This design comes from an exercise in tuning for small area, a short achievable clock period and few clock cycles per item on the open sky130 flow, not from production work.
RTL that was checked went through simulation tests only; none was proved equivalent to the original.
Power and IR drop assume default switching activity.

run 1:
==> flow/design.v (excerpt) <==
module point_in_polygon_crossing_unit #(
  parameter int unsigned CoordBits = pipcu_pkg::COORD_BITS_DEFAULT
) (
  input  logic                        clk_i,
  input  logic                        rst_ni,
  input  logic                        push,
  output logic                        full,
  input  logic signed [CoordBits-1:0] point_x_i,
  input  logic signed [CoordBits-1:0] point_y_i,
  input  logic signed [CoordBits-1:0] start_x_i,
  input  logic signed [CoordBits-1:0] start_y_i,
  input  logic signed [CoordBits-1:0] end_x_i,
  input  logic signed [CoordBits-1:0] end_y_i,
  input  logic                        last_edge_i,
  output logic                        empty,
  input  logic                        pop,
  output logic                        inside_res_o
);
  localparam int unsigned ResDepth = pipcu_pkg::QUEUE_DEPTH;
  localparam int unsigned CntW     = $clog2(ResDepth + 1);
  logic signed [CoordBits:0] dif_a, dif_b, dif_cn, dif_dn;
  ...
For scale: ~2100 cells after synthesis, about 160 flip-flops, ~200 I/O pins, about 17000 µm² of cells after synthesis.
export LEC_CHECK = 0
export CAP_MARGIN = 20
export CORE_MARGIN = 2
export CORE_UTILIZATION = 40
export CTS_BUF_LIST = sky130_fd_sc_hd__clkbuf_8
export SLEW_MARGIN = 20
create_clock -name core_clock -period 10.0 [get_ports {clk_i}]
standard.sh (not shown) runs the stock make flow with config.mk's settings and CLKGATE_MAP_FILE= SYNTH_SCRIPT=/design/flow/synth_recipe.tcl, a recipe that flattens the netlist after the stock synthesis.
==> flow/flow/run.sh <==
#!/bin/bash
# The standard layout (standard synthesis, constraint.sdc and clock period unchanged), with
# the port buffers that global placement inserts made of the smallest plain buffer, and timing
# repair aiming at the setup margin in margin.txt.
set -euo pipefail
bash standard.sh "BUFFER_PORTS_ARGS=-buffer_cell $(cat flow/port_buffer.txt)" \
  "SETUP_SLACK_MARGIN=$(cat flow/margin.txt)" finish > standard_flow.log 2>&1
==> flow/flow/margin.txt <==
5.2
==> flow/flow/port_buffer.txt <==
sky130_fd_sc_hd__buf_1
Per the final summary, run 1 finished and its layout is clean on timing, DRC and antenna.
Testbench counts of run 1, summed over its fixed seeds: cycles 23,339, items 16,856.
Here is what was changed in the inputs of run 2 compared with run 1.
==> flow/flow/margin.txt <==
5.8
Findings:
Summary of run 2 over run 1: number of buffers other than clock buffers in the final layout moved up, flip-flop and latch share of the layout cell area went down by 1.1 points, combinational logic power went up by about 5%.
Summary of run 2 over run 1: ratio of total power to cell area fell about 1.7%; cell area increased about 6%.
Run 2 ended up with end_y_i[0] as its timing startpoint of the critical path; run 1 ended up with end_x_i[0].
Compared with run 1, run 2 shows pin count of the biggest net entering global routing that has gone down by more than 10%.
Run 1 → run 2: global-route wire length before repair rose by about 1.4%; longest individual stage delay on the worst path about even.
Compared with run 1, run 2 shows a higher aggregate global-route resource usage.
Lower core utilization among run 2 and run 1: run 1
Setup changes, run 2 to run 3
Settings: PLACE_DENSITY newly set to 0.75.
==> flow/flow/margin.txt <==
5.6
Changes observed in run 3 relative to run 2: setup clock skew after layout increased by 6.7 ps relative to the old numbers; clock network power share now sits lower.
On global-route usage over all layers: run 3 sits below run 2.
From run 2 to run 3 the numbers moved as follows: cell-internal power -120 µW; final setup slack of the worst path -130 ps; share of the cycle needed by the critical path after routing +1.3 points; number of placement rows ~0 delta.
> inputs changed (run 3 -> run 4)
Settings: CTS_CLUSTER_SIZE: unset -> 40; PLACE_DENSITY: 0.75 -> unset.
Notes after the runs:
- The final clock period utilization by the worst path in run 4 was lower than what run 3 gave.
- On internal power, run 4 does worse than run 3.
- Against run 3, run 4 comes in 33 ps higher on final worst slack.
- Run 4 vs run 3: pin count of the biggest net entering global routing down by more than a quarter
- Delta (run 4 minus run 3): count of clock-buffer cells in the layout +2, worst-case vdd ir drop +about 7.5%, global routing usage summed across all routing layers +0.35 points.

---

Setup of north:
The RTL this note starts from:
==> flow/design.v <==
package pipcu_pkg;
  localparam int unsigned COORD_BITS_DEFAULT = 32;
  localparam int unsigned QUEUE_DEPTH = 3;
  typedef struct packed {
    logic full;
    logic empty;
  } fifo_stat_t;
endpackage
module pipcu_front #(
  parameter int unsigned CoordBits = 32
) (
  input  logic signed [CoordBits-1:0] point_x_i,
  input  logic signed [CoordBits-1:0] point_y_i,
  input  logic signed [CoordBits-1:0] start_x_i,
  input  logic signed [CoordBits-1:0] start_y_i,
  input  logic signed [CoordBits-1:0] end_x_i,
  input  logic signed [CoordBits-1:0] end_y_i,
  output logic signed [CoordBits:0]   dif_a_o,   
  output logic signed [CoordBits:0]   dif_b_o,   
  output logic signed [CoordBits:0]   dif_c_o,   
  output logic signed [CoordBits:0]   dif_d_o,   
  output logic                        px_lt_ex_o,
  output logic                        px_eq_ex_o,
  output logic                        ey_lt_py_o,
  output logic                        ey_eq_py_o
);
  assign dif_a_o = {point_x_i[CoordBits-1], point_x_i} - {start_x_i[CoordBits-1], start_x_i};
  assign dif_b_o = {point_y_i[CoordBits-1], point_y_i} - {start_y_i[CoordBits-1], start_y_i};
  assign dif_c_o = {end_x_i[CoordBits-1], end_x_i} - {start_x_i[CoordBits-1], start_x_i};
  assign dif_d_o = {end_y_i[CoordBits-1], end_y_i} - {start_y_i[CoordBits-1], start_y_i};
  assign px_lt_ex_o = (point_x_i < end_x_i);
  assign px_eq_ex_o = (point_x_i == end_x_i);
  assign ey_lt_py_o = (end_y_i < point_y_i);
  assign ey_eq_py_o = (end_y_i == point_y_i);
endmodule
module pipcu_fifo #(
  parameter int unsigned Depth = 3
) (
  input  logic                  clk_i,
  input  logic                  rst_ni,
  input  logic                  push_i,
  input  logic                  data_i,
  input  logic                  pop_i,
  output logic                  data_o,
  output logic [$clog2(Depth+1)-1:0] count_o,
  output pipcu_pkg::fifo_stat_t stat_o
);
  localparam int unsigned PtrW = (Depth > 1) ? $clog2(Depth) : 1;
  localparam int unsigned CntW = $clog2(Depth + 1);
  logic [Depth-1:0] mem_q;
  logic [PtrW-1:0]  wr_ptr_q;
  logic [PtrW-1:0]  rd_ptr_q;
  logic [CntW-1:0]  count_q;
  logic             pop_fire;
  assign stat_o.full  = (count_q == CntW'(Depth));
  assign stat_o.empty = (count_q == '0);
  assign count_o      = count_q;
  assign pop_fire     = pop_i && !stat_o.empty;
  assign data_o       = mem_q[rd_ptr_q];
  always_ff @(posedge clk_i or negedge rst_ni) begin
    if (!rst_ni) begin
      wr_ptr_q <= '0;
      rd_ptr_q <= '0;
      count_q  <= '0;
    end else begin
      if (push_i) begin
        wr_ptr_q <= (wr_ptr_q == PtrW'(Depth - 1)) ? '0 : wr_ptr_q + 1'b1;
      end
      if (pop_fire) begin
        rd_ptr_q <= (rd_ptr_q == PtrW'(Depth - 1)) ? '0 : rd_ptr_q + 1'b1;
      end
      if (push_i && !pop_fire) begin
        count_q <= count_q + 1'b1;
      end else if (pop_fire && !push_i) begin
        count_q <= count_q - 1'b1;
      end
    end
  end
  always_ff @(posedge clk_i) begin
    if (push_i) begin
      mem_q[wr_ptr_q] <= data_i;
    end
  end
endmodule
module pipcu_back #(
  parameter int unsigned CoordBits = 32
) (
  input  logic                        clk_i,
  input  logic                        rst_ni,
  input  logic                        edge_valid_i,
  input  logic                        edge_last_i,
  input  logic signed [CoordBits:0]   dif_a_i,
  input  logic signed [CoordBits:0]   dif_b_i,
  input  logic signed [CoordBits:0]   dif_c_i,
  input  logic signed [CoordBits:0]   dif_d_i,
  input  logic                        px_lt_ex_i,
  input  logic                        px_eq_ex_i,
  input  logic                        ey_lt_py_i,
  input  logic                        ey_eq_py_i,
  output logic                        busy_o,    
  output logic                        res_push_o,
  output logic                        res_bit_o
);
  localparam int unsigned W  = CoordBits + 1;    
  localparam int unsigned TW = W + 1;            
  logic                 valid_q;
  logic                 last_q;
  logic                 first_q;
  logic [6:0]           cnt_q;
  logic signed [W-1:0]  r1_q, r2_q, c_q, d_q;
  logic                 px_lt_ex_q, px_eq_ex_q, ey_lt_py_q, ey_eq_py_q;
  logic                 parity_q;
  logic signed [TW-1:0] t1, t2;
  logic                 aneg, bneg, cneg, dneg;
  logic                 t1z, t2z, az, bz, cz;
  logic                 q1, q2;
  logic                 straddle;
  logic                 a_ge_c;
  logic                 decided;
  logic                 tog;
  logic                 load;
  logic                 retire;
  assign aneg = r1_q[W-1];
  assign bneg = r2_q[W-1];
  assign cneg = c_q[W-1];
  assign dneg = d_q[W-1];
  assign az   = (r1_q == '0);
  assign bz   = (r2_q == '0);
  assign cz   = (c_q == '0);
  assign t1  = {r1_q, 1'b0} - TW'(c_q);
  assign t2  = {r2_q, 1'b0} - TW'(d_q);
  assign t1z = ({r1_q, 1'b0} == TW'(c_q));
  assign t2z = ({r2_q, 1'b0} == TW'(d_q));
  assign q1 = cneg ? (t1[TW-1] | t1z) : !t1[TW-1];
  assign q2 = dneg ? (t2[TW-1] | t2z) : !t2[TW-1];
  assign straddle = (bneg | bz) == ey_lt_py_q;
  assign a_ge_c   = cneg ? (px_lt_ex_q | px_eq_ex_q) : !px_lt_ex_q;
  always_comb begin
    decided = 1'b1;
    tog     = 1'b0;
    if (first_q && !straddle) begin
      tog = 1'b0;
    end else if (first_q && cz) begin
      tog = aneg;                              
    end else if (first_q && az) begin
      tog = !bz && !cneg;                      
    end else if (first_q && (aneg != cneg)) begin
      tog = !cneg;                             
    end else if (first_q && a_ge_c) begin
      tog = !(ey_eq_py_q && px_eq_ex_q) && cneg;   
    end else if (first_q && ey_eq_py_q) begin
      tog = !cneg;                             
    end else if (first_q && bz) begin
      tog = cneg;                              
    end else if (q1 != q2) begin
      tog = q1 ^ !cneg;
    end else if (q1 && t1z && t2z) begin
      tog = 1'b0;                              
    end else if (q1 && t1z) begin
      tog = !cneg;                             
    end else if (q1 && t2z) begin
      tog = cneg;                              
    end else if (cnt_q[6]) begin
      tog = 1'b0;                              
    end else begin
      decided = 1'b0;
    end
  end
  assign retire = valid_q && decided;
  assign load   = !valid_q || decided;
  assign busy_o = valid_q && !decided;
  always_ff @(posedge clk_i or negedge rst_ni) begin
    if (!rst_ni) begin
      valid_q  <= 1'b0;
      parity_q <= 1'b0;
    end else begin
      if (load) begin
        valid_q <= edge_valid_i;
      end
      if (retire) begin
        parity_q <= last_q ? 1'b0 : (parity_q ^ tog);
      end
    end
  end
  always_ff @(posedge clk_i) begin
    if (load) begin
      last_q     <= edge_last_i;
      first_q    <= 1'b1;
      cnt_q      <= '0;
      r1_q       <= dif_a_i;
      r2_q       <= dif_b_i;
      c_q        <= dif_c_i;
      d_q        <= dif_d_i;
      px_lt_ex_q <= px_lt_ex_i;
      px_eq_ex_q <= px_eq_ex_i;
      ey_lt_py_q <= ey_lt_py_i;
      ey_eq_py_q <= ey_eq_py_i;
    end else begin
      first_q    <= 1'b0;
      cnt_q      <= cnt_q + 1'b1;
      r1_q       <= q1 ? W'(t1) : {r1_q[W-2:0], 1'b0};
      r2_q       <= q2 ? W'(t2) : {r2_q[W-2:0], 1'b0};
    end
  end
  assign res_push_o = retire && last_q;
  assign res_bit_o  = parity_q ^ tog;
endmodule
module point_in_polygon_crossing_unit #(
  parameter int unsigned CoordBits = pipcu_pkg::COORD_BITS_DEFAULT
) (
  input  logic                        clk_i,
  input  logic                        rst_ni,
  input  logic                        push,
  output logic                        full,
  input  logic signed [CoordBits-1:0] point_x_i,
  input  logic signed [CoordBits-1:0] point_y_i,
  input  logic signed [CoordBits-1:0] start_x_i,
  input  logic signed [CoordBits-1:0] start_y_i,
  input  logic signed [CoordBits-1:0] end_x_i,
  input  logic signed [CoordBits-1:0] end_y_i,
  input  logic                        last_edge_i,
  output logic                        empty,
  input  logic                        pop,
  output logic                        inside_res_o
);
  localparam int unsigned ResDepth = pipcu_pkg::QUEUE_DEPTH;
  localparam int unsigned CntW     = $clog2(ResDepth + 1);
  logic signed [CoordBits:0] dif_a, dif_b, dif_c, dif_d;
  logic                      px_lt_ex, px_eq_ex, ey_lt_py, ey_eq_py;
  logic                      busy;
  logic                      res_room;
  logic                      res_push;
  logic                      res_bit;
  logic [CntW-1:0]           res_count;
  pipcu_pkg::fifo_stat_t     res_stat;
  pipcu_front #(
    .CoordBits (CoordBits)
  ) u_front (
    .point_x_i (point_x_i),
    .point_y_i (point_y_i),
    .start_x_i (start_x_i),
    .start_y_i (start_y_i),
    .end_x_i   (end_x_i),
    .end_y_i   (end_y_i),
    .dif_a_o   (dif_a),
    .dif_b_o   (dif_b),
    .dif_c_o   (dif_c),
    .dif_d_o   (dif_d),
    .px_lt_ex_o (px_lt_ex),
    .px_eq_ex_o (px_eq_ex),
    .ey_lt_py_o (ey_lt_py),
    .ey_eq_py_o (ey_eq_py)
  );
  assign res_room = (res_count <= CntW'(ResDepth - 2));
  assign full     = busy || !res_room;
  pipcu_back #(
    .CoordBits (CoordBits)
  ) u_back (
    .clk_i        (clk_i),
    .rst_ni       (rst_ni),
    .edge_valid_i (push && res_room),
    .edge_last_i  (last_edge_i),
    .dif_a_i      (dif_a),
    .dif_b_i      (dif_b),
    .dif_c_i      (dif_c),
    .dif_d_i      (dif_d),
    .px_lt_ex_i   (px_lt_ex),
    .px_eq_ex_i   (px_eq_ex),
    .ey_lt_py_i   (ey_lt_py),
    .ey_eq_py_i   (ey_eq_py),
    .busy_o       (busy),
    .res_push_o   (res_push),
    .res_bit_o    (res_bit)
  );
  pipcu_fifo #(
    .Depth (ResDepth)
  ) u_res_queue (
    .clk_i   (clk_i),
    .rst_ni  (rst_ni),
    .push_i  (res_push),
    .data_i  (res_bit),
    .pop_i   (pop),
    .data_o  (inside_res_o),
    .count_o (res_count),
    .stat_o  (res_stat)
  );
  assign empty = res_stat.empty;
endmodule
Settings: LEC_CHECK=0, CAP_MARGIN=20, CORE_MARGIN=2, CORE_UTILIZATION=40, SLEW_MARGIN=20; clock period 10.0 ns.
run.sh (not shown) runs the stock make flow with config.mk's settings and CLKGATE_MAP_FILE= SYNTH_SCRIPT=/design/flow/synth_recipe.tcl, a recipe that flattens the netlist after the stock synthesis.
Stock flow here: none of the scripts above is used.
> inputs changed (north -> south)
Settings: SETUP_SLACK_MARGIN: unset -> 5.
## What came out
north → south: combinational power share increased by 1.1 points relative to the old numbers, critical path depth went down. Side by side, sequential share of layout area turned out lower in south than in north. Looking at final clock period utilization by the worst path across north and south, the one that comes out lower is south.
No run of this note included a check of the RTL's function; only the layout flow was run.

-- re-timing with driven ports --
No port has a modelled driver above. Below, the same layouts with a new extraction and two added sets of constraints. Step 1 sets driving cells, clkbuf_16 on the clock port and buf_2 on the other inputs (assumed; they add their load-dependent delay and slew). Step 2 adds t to the input delays and takes it off the output delays; t is the mean of the earliest and latest rising clock arrival at the registers after step 1. Input paths then give back, and output paths get back, about the clock's delay inside the block. Slacks: no drivers / after step 1 / after step 2; pairs: no drivers / after step 1.
| run | shift t [ns] | slack for setup (ns) | slew at the worst register clock pin (ns) | worst data-port slew with drivers (ns) | cell pins on the clock port's net |
|---|---|---|---|---|---|
| run 1 | 0.540 | 5.314 / 5.338 / 4.798 | 0.09 / 0.09 | 0.04 | 1 |
| run 2 | 0.556 | 5.714 / 5.714 / 5.158 | 0.10 / 0.10 | 0.05 | 1 |
| run 3 | 0.499 | 5.579 / 5.588 / 5.089 | 0.11 / 0.11 | 0.05 | 1 |
| run 4 | 0.536 | 5.612 / 5.607 / 5.072 | 0.10 / 0.10 | 0.05 | 1 |
| north | 0.479 | 3.072 / 3.018 / 3.497 | 0.07 / 0.07 | 0.05 | 1 |
| south | 0.487 | 4.271 / 4.215 / 4.619 | 0.07 / 0.07 | 0.05 | 1 |
After both steps setup and hold are still met in every run listed. The setup slack of run 2, which loses most, moves by 0.000 ns with the drivers and by -0.556 ns with both steps.
